What follows belongs to an exercise in optimizing a design on an open flow for small area, a short achievable clock period and few clock cycles per item; a production flow would make more cautious choices.
Only simulation tests tie the RTL to the original design; equivalence was not proved.

==> inputs of trial 29 <==
==> flow/design.v (excerpt) <==
module alu_exec_unit #(
  parameter int WIDTH = 32,
  parameter int SHW   = $clog2(WIDTH)
) (
  input  logic             clk,
  input  logic             reset,
  input  logic             valid_in,
  output logic             ready,
  input  logic [3:0]       alu_ctrl,
  input  logic [WIDTH-1:0] op_a,
  input  logic [WIDTH-1:0] op_b,
  output logic             valid_out,
  output logic [WIDTH-1:0] result,
  output logic             zero,
  output logic             branch_taken
);
==> flow/config.mk <==
export PLATFORM = sky130hd
export DESIGN_NAME = alu_exec_unit
export DESIGN_NICKNAME = alu_exec_unit
export VERILOG_FILES = /design/flow/design.v
export SDC_FILE = /design/flow/constraint.sdc
export NUM_CORES = 4
export LEC_CHECK = 0
export ABC_AREA = 1
export CAP_MARGIN = 20
export CORE_MARGIN = 2
export CORE_UTILIZATION = 30
export PLACE_DENSITY = 0.4
export SETUP_SLACK_MARGIN = 5
export SLEW_MARGIN = 20
==> flow/constraint.sdc <==
create_clock -name core_clock -period 10.0 [get_ports {clk}]
set_input_delay 2.0000 -clock core_clock [delete_from_list [all_inputs] [get_ports {clk}]]
set_output_delay 2.0000 -clock core_clock [all_outputs]
set_load 0.01 [all_outputs]
standard.sh (not shown) runs the stock make flow with config.mk's settings and CLKGATE_MAP_FILE= SYNTH_SCRIPT=/design/flow/synth_recipe.tcl, a recipe that flattens the netlist after the stock synthesis.
==> flow/flow/run.sh <==
#!/bin/bash
set -euo pipefail
MARGIN=6.2
sed "s/SETUP_SLACK_MARGIN=[0-9.]*/SETUP_SLACK_MARGIN=${MARGIN}/" standard.sh > standard_margin.sh
grep -q "SETUP_SLACK_MARGIN=${MARGIN}" standard_margin.sh
bash standard_margin.sh > orfs_make.log 2>&1
==> trial 5: changes against trial 29 <==
--- a/flow/design.v
+++ b/flow/design.v
@@ -90,17 +90,17 @@
   assign yop   = (({W1{c_yb}} & b_q) | ({W1{c_yb2}} & {b_q[W1-2:0], 1'b0})
                  | ({W1{c_yr}} & r_q) | (W1'(c_y4) << 2)) ^ {W1{c_yinv}};
   assign sum_w = {1'b0, xop, 1'b1} + {1'b0, yop, c_cin};
   assign sum   = sum_w[W1:1];
   logic [SHW-1:0] sh_amt;
   logic [W1-1:0]  sh_in, sh_r, sh_out;
   logic           sh_fill;
   logic [W1:0]    sh_wide;
-  assign sh_amt = c_shn ? nalign : c_shm ? SHW'(amt_q) : b_q[SHW-1:0];
+  assign sh_amt = c_shn ? cnt_q : c_shm ? SHW'(amt_q) : b_q[SHW-1:0];
   always_comb begin
     sh_fill = ~c_shl & c_sha & a_q[W1-1];
     for (int i = 0; i < W1; i++) sh_in[i] = c_shl ? a_q[W1-1-i] : a_q[i];
     if (!c_shl) sh_in[W1-1] = sh_fill;
     sh_wide = $signed({sh_fill, sh_in}) >>> sh_amt;
     sh_r    = sh_wide[W1-1:0];
     for (int i = 0; i < W1; i++) sh_out[i] = c_shl ? sh_r[W1-1-i] : sh_r[i];
   end
@@ -111,81 +111,72 @@
   assign mul_next_last = (mpl[WIDTH-1:3] == '0) || (mpl[WIDTH-1:3] == '1);
   function automatic logic [2:0] booth(input logic [1:0] m, input logic p);
     booth = {m[0] ^ p, (m[1] & ~m[0] & ~p) | (~m[1] & m[0] & p), m[1] & ~(m[0] & p)};
   endfunction
   logic dsub, qneg, dsucc, div_last, div_next_last;
   assign dsub          = ~(sa_q ^ sb_q);           
   assign qneg          = (sa_q ^ sb_q) & ~dz_q;
   assign dsucc         = (sum[W1-1] == sa_q);
-  logic rem_nofix;
-  assign rem_nofix     = f_rem & ~sa_q;
-  assign div_last      = (ph_q == PH_F) || ((ph_q == PH_IT) && (cnt_q == '0) && rem_nofix);
-  assign div_next_last = ((ph_q == PH_IT) && (cnt_q == '0) && !rem_nofix)
-                      || ((ph_q == PH_IT) && (cnt_q == SHW'(1)) && rem_nofix)
-                      || (ph0 && (nalign == '0) && f_rem && !dsa);
-  logic           nza, nzb, nza_q, nzb_q, dsa, dsb, ddz;
-  logic [4:0]     pa, pb, pa_q, pb_q;
+  logic rem2, rem2_n, fix2_q;
+  assign rem2          = f_rem & sa_q & ~sb_q & ~b_q[0];   
+  assign rem2_n        = f_rem & sa_q & ~sb_q & ~dsucc;    
+  assign div_last      = (ph_q == PH_F) && (fix2_q || !rem2);
+  assign div_next_last = ((ph_q == PH_IT) && (cnt_q == '0) && !rem2_n)
+                      || ((ph_q == PH_F) && !fix2_q && rem2);
+  logic           nza, nzb, dsa;
+  logic [4:0]     pa, pb;
   logic [6:0]     dab, dax;
   logic [SHW-1:0] nalign;
-  mdu_bitlen u_la (.x(op_a ^ {WIDTH{op_a[WIDTH-1]}}), .nz(nza), .pos(pa));
-  mdu_bitlen u_lb (.x(op_b ^ {WIDTH{op_b[WIDTH-1]}}), .nz(nzb), .pos(pb));
-  assign dsa = b_q[WIDTH-1];                         
-  assign dsb = a_q[WIDTH-1];                         
-  assign ddz = ~nzb_q & ~dsb;                        
-  assign dab = 7'(pa_q) - 7'(pb_q) + 7'(dsa);        
-  assign dax = 7'(pa_q) + 7'(1) + 7'(dsa);           
-  always_comb begin
-    if (ddz)
-      nalign = '1;
-    else if (!nza_q)
-      nalign = SHW'(dsa & ~nzb_q);
-    else if (!nzb_q)
+  mdu_bitlen u_la (.x(a_q[WIDTH-1:0] ^ {WIDTH{a_q[WIDTH-1]}}), .nz(nza), .pos(pa));
+  mdu_bitlen u_lb (.x(b_q[WIDTH-1:0] ^ {WIDTH{b_q[WIDTH-1]}}), .nz(nzb), .pos(pb));
+  assign dsa = a_q[WIDTH-1];
+  assign dab = 7'(pa) - 7'(pb) + 7'(dsa);            
+  assign dax = 7'(pa) + 7'(1) + 7'(dsa);             
+  always_comb begin
+    if (!nzb && !b_q[WIDTH-1])
+      nalign = '1;                                   
+    else if (!nza)
+      nalign = SHW'(dsa & ~nzb);
+    else if (!nzb)
       nalign = dax[5] ? '1 : dax[SHW-1:0];
     else if (dab[6])
       nalign = '0;
     else
       nalign = dab[5] ? '1 : dab[SHW-1:0];
   end
   logic last, next_last;
   assign last      = f_mul ? mul_last : div_last;
   assign next_last = f_mul ? mul_next_last : div_next_last;
-  logic sel_sum, sel_sh, sel_rsh2, sel_hold;
-  assign sel_sum  = c_rsum | (c_rmul & mul_last) | (c_rdv & dsucc);
+  logic sel_sum, sel_sh, sel_rsh2;
+  assign sel_sum  = c_rsum | (c_rmul & mul_last) | c_rdv;
   assign sel_sh   = c_rsh | (c_rmul & ~mul_last & ph0);
   assign sel_rsh2 = c_rmul & ~mul_last & ~ph0;
-  assign sel_hold = c_rdv & ~dsucc;
   logic [W1-1:0] r_next;
   assign r_next = ({W1{sel_sum}}  & sum)
                 | ({W1{sel_sh}}   & sh_out)
                 | ({W1{sel_rsh2}} & {r_q[W1-1], r_q[W1-1], r_q[W1-1:2]})
-                | ({W1{sel_hold}} & r_q)
                 | ({W1{c_and}}    & {1'b0, a_q[WIDTH-1:0] & b_q[WIDTH-1:0]})
                 | ({W1{c_or}}     & {1'b0, a_q[WIDTH-1:0] | b_q[WIDTH-1:0]})
                 | ({W1{c_xor}}    & {1'b0, x_ab})
                 | W1'(c_slt & sum[WIDTH])
                 | W1'(c_sltu & (sum[WIDTH] ^ a_q[WIDTH-1] ^ b_q[WIDTH-1]));
   logic             swap;
   logic [WIDTH-1:0] in_a, in_b;
-  logic a16, b16, a8, b8;
-  assign a16  = (op_a[WIDTH-1:15] == '0) || (op_a[WIDTH-1:15] == '1) || (op_a[WIDTH-1:16] == '0);
+  logic b16, a8;
   assign b16  = (op_b[WIDTH-1:15] == '0) || (op_b[WIDTH-1:15] == '1) || (op_b[WIDTH-1:16] == '0);
   assign a8   = (op_a[WIDTH-1:7] == '0) || (op_a[WIDTH-1:7] == '1) || (op_a[WIDTH-1:8] == '0);
-  assign b8   = (op_b[WIDTH-1:7] == '0) || (op_b[WIDTH-1:7] == '1) || (op_b[WIDTH-1:8] == '0);
-  assign swap = ((alu_ctrl == CTRL_MUL) && ((!a16 && b16) || (!a8 && b8)))
-              || (alu_ctrl == CTRL_DIV) || (alu_ctrl == CTRL_REM);
+  assign swap = (alu_ctrl == CTRL_MUL) && b16 && !a8;
   assign in_a = swap ? op_b : op_a;
   assign in_b = swap ? op_a : op_b;
   logic n_xa, n_xinv, n_yb, n_yb2, n_yr, n_y4, n_yinv, n_cin;
   logic n_rmul, n_rdv, n_rsh, n_rsum, n_and, n_or, n_xor, n_slt, n_sltu;
   logic n_shl, n_sha, n_shm, n_shn, n_asum, n_bkeep;
   logic [1:0] n_amt;
   logic [2:0] bz;
-  logic       dsub_n;
-  assign dsub_n = ph0 ? ~(dsa ^ dsb) : dsub;
   always_comb begin
     n_xa = 1'b1; n_xinv = 1'b0; n_yb = 1'b1; n_yb2 = 1'b0; n_yr = 1'b0; n_y4 = 1'b0;
     n_yinv = 1'b0; n_cin = 1'b0;
     n_rmul = 1'b0; n_rdv = 1'b0; n_rsh = 1'b0; n_rsum = 1'b0;
     n_and = 1'b0; n_or = 1'b0; n_xor = 1'b0; n_slt = 1'b0; n_sltu = 1'b0;
     n_shl = 1'b0; n_sha = 1'b0; n_shm = 1'b0; n_shn = 1'b0; n_amt = '0; n_asum = 1'b1; n_bkeep = 1'b0;
     bz = '0;
     if (rdy_q) begin
@@ -202,37 +193,57 @@
         CTRL_SRL:  n_rsh = 1'b1;
         CTRL_SRA:  begin n_rsh = 1'b1; n_sha = 1'b1; end
         CTRL_MUL: begin
           bz = booth(in_a[1:0], 1'b0);
           n_rmul = 1'b1; n_xa = 1'b0; n_yb = bz[2]; n_yb2 = bz[1]; n_yinv = bz[0];
           n_cin = bz[0]; n_shm = 1'b1; n_sha = 1'b1; n_amt = 2'd2;
         end
         CTRL_DIV, CTRL_REM: begin
-          n_rsum = 1'b1; n_xa = 1'b0; n_xinv = op_a[WIDTH-1];
-          n_shn = 1'b1; n_shl = 1'b1; n_asum = 1'b0;
+          n_rsh = 1'b1; n_xa = 1'b0; n_shm = 1'b1; n_sha = 1'b1;
         end
         default: ;   
       endcase
     end else if (f_mul) begin
       bz = booth(mpl[3:2], mpl[1]);
       n_rmul = 1'b1; n_yb = bz[2]; n_yb2 = bz[1]; n_yinv = bz[0]; n_cin = bz[0];
     end else begin
-      if (ph_q == PH_IT && cnt_q == '0) begin
-        n_rsum = 1'b1; n_xa = 1'b0;
-        if (f_rem) begin n_yb = 1'b0; n_yr = 1'b1; n_cin = sa_q; end
-        else       begin n_yinv = qneg; n_cin = qneg; end
-      end else begin
-        n_rdv = 1'b1; n_xinv = dsub_n; n_yb = 1'b0; n_yr = 1'b1; n_cin = dsub_n;
-        n_shm = 1'b1; n_sha = 1'b1; n_amt = 2'd1; n_asum = 1'b0; n_bkeep = 1'b1;
-      end
+      case (ph_q)
+        PH_0: begin
+          n_rsum = 1'b1; n_xa = 1'b0; n_xinv = a_q[WIDTH-1]; n_yb = 1'b0; n_yr = 1'b1;
+          n_shn = 1'b1; n_shl = 1'b1; n_asum = 1'b0;
+        end
+        PH_F: begin
+          n_rsum = 1'b1; n_xa = 1'b0; n_yb = 1'b0; n_yr = 1'b1; n_cin = 1'b1;
+        end
+        default: begin
+          if (ph_q == PH_IT && cnt_q == '0) begin
+            n_rsum = 1'b1;
+            if (f_rem) begin
+              n_yb = 1'b0; n_yr = 1'b1;
+              if (dsucc) begin n_xa = 1'b0; n_cin = sa_q; end
+              else       begin n_xinv = sa_q ^ sb_q; n_cin = sa_q | sb_q; end
+            end else begin
+              n_xa = 1'b0; n_yinv = qneg; n_cin = qneg;
+            end
+          end else begin
+            n_rdv = 1'b1; n_yb = 1'b0; n_yr = 1'b1;
+            n_xinv = (ph_q == PH_1) ? dsub : (dsub ^ ~dsucc);
+            n_cin  = n_xinv;
+            n_shm = 1'b1; n_sha = 1'b1; n_asum = 1'b0; n_bkeep = 1'b1;
+            n_amt = (cnt_q == SHW'((ph_q == PH_1) ? 0 : 1)) ? 2'd0 : 2'd1;
+          end
+        end
+      endcase
     end
   end
   always_ff @(posedge clk) begin
     r_q <= r_next;
+    if (rdy_q)                     fix2_q <= 1'b0;
+    else if (ph_q == PH_F && rem2) fix2_q <= 1'b1;
     if (rdy_q) begin
       a_q <= {in_a[WIDTH-1], in_a};
       b_q <= {in_b[WIDTH-1], in_b};
       f_mdu  <= (alu_ctrl == CTRL_MUL) || (alu_ctrl == CTRL_DIV) || (alu_ctrl == CTRL_REM);
       f_mul  <= (alu_ctrl == CTRL_MUL);
       f_rem  <= (alu_ctrl == CTRL_REM);
       f_beq  <= (alu_ctrl == CTRL_BEQ);
       f_bneq <= (alu_ctrl == CTRL_BNEQ);
@@ -243,22 +254,19 @@
     {c_xa, c_xinv, c_yb, c_yb2, c_yr, c_y4, c_yinv, c_cin} <=
       {n_xa, n_xinv, n_yb, n_yb2, n_yr, n_y4, n_yinv, n_cin};
     {c_rmul, c_rdv, c_rsh, c_rsum, c_and, c_or, c_xor, c_slt, c_sltu} <=
       {n_rmul, n_rdv, n_rsh, n_rsum, n_and, n_or, n_xor, n_slt, n_sltu};
     {c_shl, c_sha, c_shm, c_shn, c_asum, c_bkeep} <= {n_shl, n_sha, n_shm, n_shn, n_asum, n_bkeep};
     amt_q <= n_amt;
     if (!(mdu && !ph0)) begin
       zp_q <= eq;
-      sa_q <= dsa;
-      sb_q <= dsb;
-      dz_q <= ddz;
-    end
-    if (rdy_q) begin
-      nza_q <= nza; nzb_q <= nzb; pa_q <= pa; pb_q <= pb;
+      sa_q <= a_q[WIDTH-1];
+      sb_q <= b_q[WIDTH-1];
+      dz_q <= (b_q[WIDTH-1:0] == '0);
     end
     if (ph0) cnt_q <= nalign;
     else if (ph_q == PH_IT) cnt_q <= cnt_q - 1'b1;
     zero_q <= (mdu && !ph0) ? zp_q : eq;
     br_q   <= (f_beq & eq) | (f_bneq & ~eq);
     if (reset) begin
       v_q    <= 1'b0;
       rdy_q  <= 1'b1;
@@ -272,16 +280,17 @@
         rdy_q <= !(valid_in && (alu_ctrl == CTRL_MUL || alu_ctrl == CTRL_DIV
                                 || alu_ctrl == CTRL_REM));
       end else if (last) begin
         v_q   <= 1'b0;
         rdy_q <= 1'b1;
       end else begin
         rdy_q <= next_last;
         case (ph_q)
-          PH_0:    ph_q <= PH_IT;
+          PH_0:    ph_q <= f_mul ? PH_IT : PH_1;
+          PH_1:    ph_q <= PH_IT;
           PH_IT:   if (!f_mul && cnt_q == '0) ph_q <= PH_F;
           default: ph_q <= PH_F;
         endcase
       end
     end
   end
 endmodule
==> flow/flow/run.sh (replaced) <==
#!/bin/bash
set -euo pipefail
MARGIN=6.2
PORTS="'BUFFER_PORTS_ARGS=-buffer_cell sky130_fd_sc_hd__buf_1'"
sed "s/SETUP_SLACK_MARGIN=[0-9.]*/SETUP_SLACK_MARGIN=${MARGIN} ${PORTS}/" standard.sh > standard_cts.sh
sed "s/SETUP_SLACK_MARGIN=[0-9.]*/SETUP_SLACK_MARGIN=0 ${PORTS}/" standard.sh > standard_fin.sh
grep -q "SETUP_SLACK_MARGIN=${MARGIN} 'BUFFER_PORTS_ARGS" standard_cts.sh
grep -q "SETUP_SLACK_MARGIN=0 'BUFFER_PORTS_ARGS" standard_fin.sh
bash standard_cts.sh cts > orfs_make_cts.log 2>&1
bash standard_fin.sh > orfs_make_finish.log 2>&1
Settings changed: CTS_BUF_LIST set to sky130_fd_sc_hd__clkbuf_4 sky130_fd_sc_hd__clkbuf_8.
==> trial 2: changes against trial 29 <==
--- a/flow/design.v
+++ b/flow/design.v
@@ -111,22 +111,22 @@
   assign mul_next_last = (mpl[WIDTH-1:3] == '0) || (mpl[WIDTH-1:3] == '1);
   function automatic logic [2:0] booth(input logic [1:0] m, input logic p);
     booth = {m[0] ^ p, (m[1] & ~m[0] & ~p) | (~m[1] & m[0] & p), m[1] & ~(m[0] & p)};
   endfunction
   logic dsub, qneg, dsucc, div_last, div_next_last;
   assign dsub          = ~(sa_q ^ sb_q);           
   assign qneg          = (sa_q ^ sb_q) & ~dz_q;
   assign dsucc         = (sum[W1-1] == sa_q);
-  logic rem_nofix;
-  assign rem_nofix     = f_rem & ~sa_q;
-  assign div_last      = (ph_q == PH_F) || ((ph_q == PH_IT) && (cnt_q == '0) && rem_nofix);
-  assign div_next_last = ((ph_q == PH_IT) && (cnt_q == '0) && !rem_nofix)
-                      || ((ph_q == PH_IT) && (cnt_q == SHW'(1)) && rem_nofix)
-                      || (ph0 && (nalign == '0) && f_rem && !dsa);
+  logic rem2, rem2_n;
+  assign rem2          = f_rem & sa_q & ~sb_q & ~b_q[0];   
+  assign rem2_n        = f_rem & sa_q & ~sb_q & ~dsucc;    
+  assign div_last      = ((ph_q == PH_F) && !rem2) || (ph_q == PH_1);
+  assign div_next_last = ((ph_q == PH_IT) && (cnt_q == '0) && !rem2_n)
+                      || ((ph_q == PH_F) && rem2);
   logic           nza, nzb, nza_q, nzb_q, dsa, dsb, ddz;
   logic [4:0]     pa, pb, pa_q, pb_q;
   logic [6:0]     dab, dax;
   logic [SHW-1:0] nalign;
   mdu_bitlen u_la (.x(op_a ^ {WIDTH{op_a[WIDTH-1]}}), .nz(nza), .pos(pa));
   mdu_bitlen u_lb (.x(op_b ^ {WIDTH{op_b[WIDTH-1]}}), .nz(nzb), .pos(pb));
   assign dsa = b_q[WIDTH-1];                         
   assign dsb = a_q[WIDTH-1];                         
@@ -143,49 +143,45 @@
     else if (dab[6])
       nalign = '0;
     else
       nalign = dab[5] ? '1 : dab[SHW-1:0];
   end
   logic last, next_last;
   assign last      = f_mul ? mul_last : div_last;
   assign next_last = f_mul ? mul_next_last : div_next_last;
-  logic sel_sum, sel_sh, sel_rsh2, sel_hold;
-  assign sel_sum  = c_rsum | (c_rmul & mul_last) | (c_rdv & dsucc);
+  logic sel_sum, sel_sh, sel_rsh2;
+  assign sel_sum  = c_rsum | (c_rmul & mul_last) | c_rdv;
   assign sel_sh   = c_rsh | (c_rmul & ~mul_last & ph0);
   assign sel_rsh2 = c_rmul & ~mul_last & ~ph0;
-  assign sel_hold = c_rdv & ~dsucc;
   logic [W1-1:0] r_next;
   assign r_next = ({W1{sel_sum}}  & sum)
                 | ({W1{sel_sh}}   & sh_out)
                 | ({W1{sel_rsh2}} & {r_q[W1-1], r_q[W1-1], r_q[W1-1:2]})
-                | ({W1{sel_hold}} & r_q)
                 | ({W1{c_and}}    & {1'b0, a_q[WIDTH-1:0] & b_q[WIDTH-1:0]})
                 | ({W1{c_or}}     & {1'b0, a_q[WIDTH-1:0] | b_q[WIDTH-1:0]})
                 | ({W1{c_xor}}    & {1'b0, x_ab})
                 | W1'(c_slt & sum[WIDTH])
                 | W1'(c_sltu & (sum[WIDTH] ^ a_q[WIDTH-1] ^ b_q[WIDTH-1]));
   logic             swap;
   logic [WIDTH-1:0] in_a, in_b;
-  logic a16, b16, a8, b8;
-  assign a16  = (op_a[WIDTH-1:15] == '0) || (op_a[WIDTH-1:15] == '1) || (op_a[WIDTH-1:16] == '0);
+  logic b16, a8;
   assign b16  = (op_b[WIDTH-1:15] == '0) || (op_b[WIDTH-1:15] == '1) || (op_b[WIDTH-1:16] == '0);
   assign a8   = (op_a[WIDTH-1:7] == '0) || (op_a[WIDTH-1:7] == '1) || (op_a[WIDTH-1:8] == '0);
-  assign b8   = (op_b[WIDTH-1:7] == '0) || (op_b[WIDTH-1:7] == '1) || (op_b[WIDTH-1:8] == '0);
-  assign swap = ((alu_ctrl == CTRL_MUL) && ((!a16 && b16) || (!a8 && b8)))
+  assign swap = ((alu_ctrl == CTRL_MUL) && b16 && !a8)
               || (alu_ctrl == CTRL_DIV) || (alu_ctrl == CTRL_REM);
   assign in_a = swap ? op_b : op_a;
   assign in_b = swap ? op_a : op_b;
   logic n_xa, n_xinv, n_yb, n_yb2, n_yr, n_y4, n_yinv, n_cin;
   logic n_rmul, n_rdv, n_rsh, n_rsum, n_and, n_or, n_xor, n_slt, n_sltu;
   logic n_shl, n_sha, n_shm, n_shn, n_asum, n_bkeep;
   logic [1:0] n_amt;
   logic [2:0] bz;
   logic       dsub_n;
-  assign dsub_n = ph0 ? ~(dsa ^ dsb) : dsub;
+  assign dsub_n = ph0 ? ~(dsa ^ dsb) : (dsub ^ ~dsucc);
   always_comb begin
     n_xa = 1'b1; n_xinv = 1'b0; n_yb = 1'b1; n_yb2 = 1'b0; n_yr = 1'b0; n_y4 = 1'b0;
     n_yinv = 1'b0; n_cin = 1'b0;
     n_rmul = 1'b0; n_rdv = 1'b0; n_rsh = 1'b0; n_rsum = 1'b0;
     n_and = 1'b0; n_or = 1'b0; n_xor = 1'b0; n_slt = 1'b0; n_sltu = 1'b0;
     n_shl = 1'b0; n_sha = 1'b0; n_shm = 1'b0; n_shn = 1'b0; n_amt = '0; n_asum = 1'b1; n_bkeep = 1'b0;
     bz = '0;
     if (rdy_q) begin
@@ -211,23 +207,31 @@
           n_shn = 1'b1; n_shl = 1'b1; n_asum = 1'b0;
         end
         default: ;   
       endcase
     end else if (f_mul) begin
       bz = booth(mpl[3:2], mpl[1]);
       n_rmul = 1'b1; n_yb = bz[2]; n_yb2 = bz[1]; n_yinv = bz[0]; n_cin = bz[0];
     end else begin
-      if (ph_q == PH_IT && cnt_q == '0) begin
-        n_rsum = 1'b1; n_xa = 1'b0;
-        if (f_rem) begin n_yb = 1'b0; n_yr = 1'b1; n_cin = sa_q; end
-        else       begin n_yinv = qneg; n_cin = qneg; end
+      if (ph_q == PH_F) begin
+        n_rsum = 1'b1; n_xa = 1'b0; n_yb = 1'b0; n_yr = 1'b1; n_cin = 1'b1;
+      end else if (ph_q == PH_IT && cnt_q == '0) begin
+        n_rsum = 1'b1;
+        if (f_rem) begin
+          n_yb = 1'b0; n_yr = 1'b1;
+          if (dsucc) begin n_xa = 1'b0; n_cin = sa_q; end
+          else       begin n_xinv = sa_q ^ sb_q; n_cin = sa_q | sb_q; end
+        end else begin
+          n_xa = 1'b0; n_yinv = qneg; n_cin = qneg;
+        end
       end else begin
         n_rdv = 1'b1; n_xinv = dsub_n; n_yb = 1'b0; n_yr = 1'b1; n_cin = dsub_n;
-        n_shm = 1'b1; n_sha = 1'b1; n_amt = 2'd1; n_asum = 1'b0; n_bkeep = 1'b1;
+        n_shm = 1'b1; n_sha = 1'b1; n_asum = 1'b0; n_bkeep = 1'b1;
+        n_amt = (ph0 ? (nalign == '0) : (cnt_q == SHW'(1))) ? 2'd0 : 2'd1;
       end
     end
   end
   always_ff @(posedge clk) begin
     r_q <= r_next;
     if (rdy_q) begin
       a_q <= {in_a[WIDTH-1], in_a};
       b_q <= {in_b[WIDTH-1], in_b};
@@ -274,14 +278,15 @@
       end else if (last) begin
         v_q   <= 1'b0;
         rdy_q <= 1'b1;
       end else begin
         rdy_q <= next_last;
         case (ph_q)
           PH_0:    ph_q <= PH_IT;
           PH_IT:   if (!f_mul && cnt_q == '0) ph_q <= PH_F;
-          default: ph_q <= PH_F;
+          PH_F:    ph_q <= PH_1;
+          default: ph_q <= PH_1;
         endcase
       end
     end
   end
 endmodule
==> flow/flow/run.sh (replaced) <==
#!/bin/bash
set -euo pipefail
MARGIN=6.2
sed "s/SETUP_SLACK_MARGIN=[0-9.]*/SETUP_SLACK_MARGIN=${MARGIN} SKIP_INCREMENTAL_REPAIR=1 'BUFFER_PORTS_ARGS=-buffer_cell sky130_fd_sc_hd__buf_2'/" standard.sh > standard_margin.sh
grep -q "SKIP_INCREMENTAL_REPAIR=1 'BUFFER_PORTS_ARGS=-buffer_cell sky130_fd_sc_hd__buf_2'" standard_margin.sh
bash standard_margin.sh > orfs_make.log 2>&1
==> qor summary <==
Outcome: trial 5 complete, no violations; trial 2 failed layout checks; trial 29 complete, no violations
Layout check failures: trial 5 -; trial 2 max-capacitance violations, max-slew violations; trial 29 -
Sequential cells: trial 5 144; trial 2 155; trial 29 154
Maximum achievable frequency: trial 5 243.6 MHz; trial 2 252.9 MHz; trial 29 244.4 MHz
Worst-skew pair later-pin latency: trial 5 0.58 ns; trial 2 0.49 ns; trial 29 0.50 ns
Critical hold path startpoint: trial 5 v_q; trial 2 f_beq; trial 29 v_q
Aggregate routed wire length: trial 5 92260 µm; trial 2 91800 µm; trial 29 110200 µm
CTS root buf: trial 5 sky130_fd_sc_hd__clkbuf_8; trial 2 sky130_fd_sc_hd__clkbuf_16; trial 29 sky130_fd_sc_hd__clkbuf_16
Flop-to-flop setup slack: trial 5 5.90 ns; trial 2 6.05 ns; trial 29 5.98 ns
Mean routed wirelength per cell: trial 5 25.63 µm; trial 2 25.32 µm; trial 29 29.00 µm
Share of layout cells above drive strength 1: trial 5 0.1020; trial 2 0.1467; trial 29 0.3003
Cell count along the critical path: trial 5 23; trial 2 21; trial 29 13
Fraction of the mapped netlist area in compound gates: trial 5 0.2251; trial 2 0.1997; trial 29 0.2147
Buffering overhead: trial 5 0.06911; trial 2 0.06805; trial 29 0.1400
Mean instance size in the synthesized netlist: trial 5 6.019 µm²; trial 2 6.100 µm²; trial 29 6.181 µm²
Slew HR: trial 5 0.3021; trial 2 -0.1038; trial 29 0.2270
Placed wire-length estimate after detailed placement: trial 5 70610 µm; trial 2 69320 µm; trial 29 75510 µm
Count of fill cells added during filler insertion: trial 5 6209; trial 2 6331; trial 29 5991
Wire length of the first global-routing pass: trial 5 130900 µm; trial 2 133100 µm; trial 29 151800 µm
Switching part of the total: trial 5 0.5502; trial 2 0.5278; trial 29 0.5182
Synth Area in Adders: trial 5 0.08738; trial 2 0.08525; trial 29 0.08319
Die ar.: trial 5 0.05785 mm²; trial 2 0.05927 mm²; trial 29 0.05969 mm²
Testbench counts of trial 29, summed over its fixed seeds: cycles 46,174, items 24,000.
Testbench counts of trial 5, summed over its fixed seeds: cycles 47,809, items 24,000.
Testbench counts of trial 2, summed over its fixed seeds: cycles 46,536, items 24,000.

re-timing with driven ports:
The flow's constraints put no driver on any port. The routed layouts listed below were extracted and timed again, unchanged, in two steps.
Step 1 sets driving cells, clkbuf_16 on the clock port and buf_2 on the other inputs (assumed; they add their load-dependent delay and slew).
Step 2 moves the port delays by t, midway between the first and last clock arrival at a register: inputs arrive t later, outputs are due t later. That takes back most of the time a late clock gives input paths.
Three values: no drivers, after step 1, after step 2; two values: the first two.
run | shift t [ns] | slack for setup (ns) | clock arrival spread, ns | worst slew at a driven data input, ns | pins driven straight from the clock port
trial 29 | 0.562 | 5.909 / 5.922 / 5.359 | 0.013 / 0.013 | 0.06 | 1
trial 5 | 0.631 | 5.895 / 5.895 / 5.420 | 0.020 / 0.020 | 0.09 | 1
trial 2 | 0.530 | 6.046 / 6.046 / 5.578 | 0.023 / 0.023 | 0.04 | 1
The setup slack of trial 29, which loses most, moves by +0.013 ns with the drivers and by -0.550 ns with both steps.
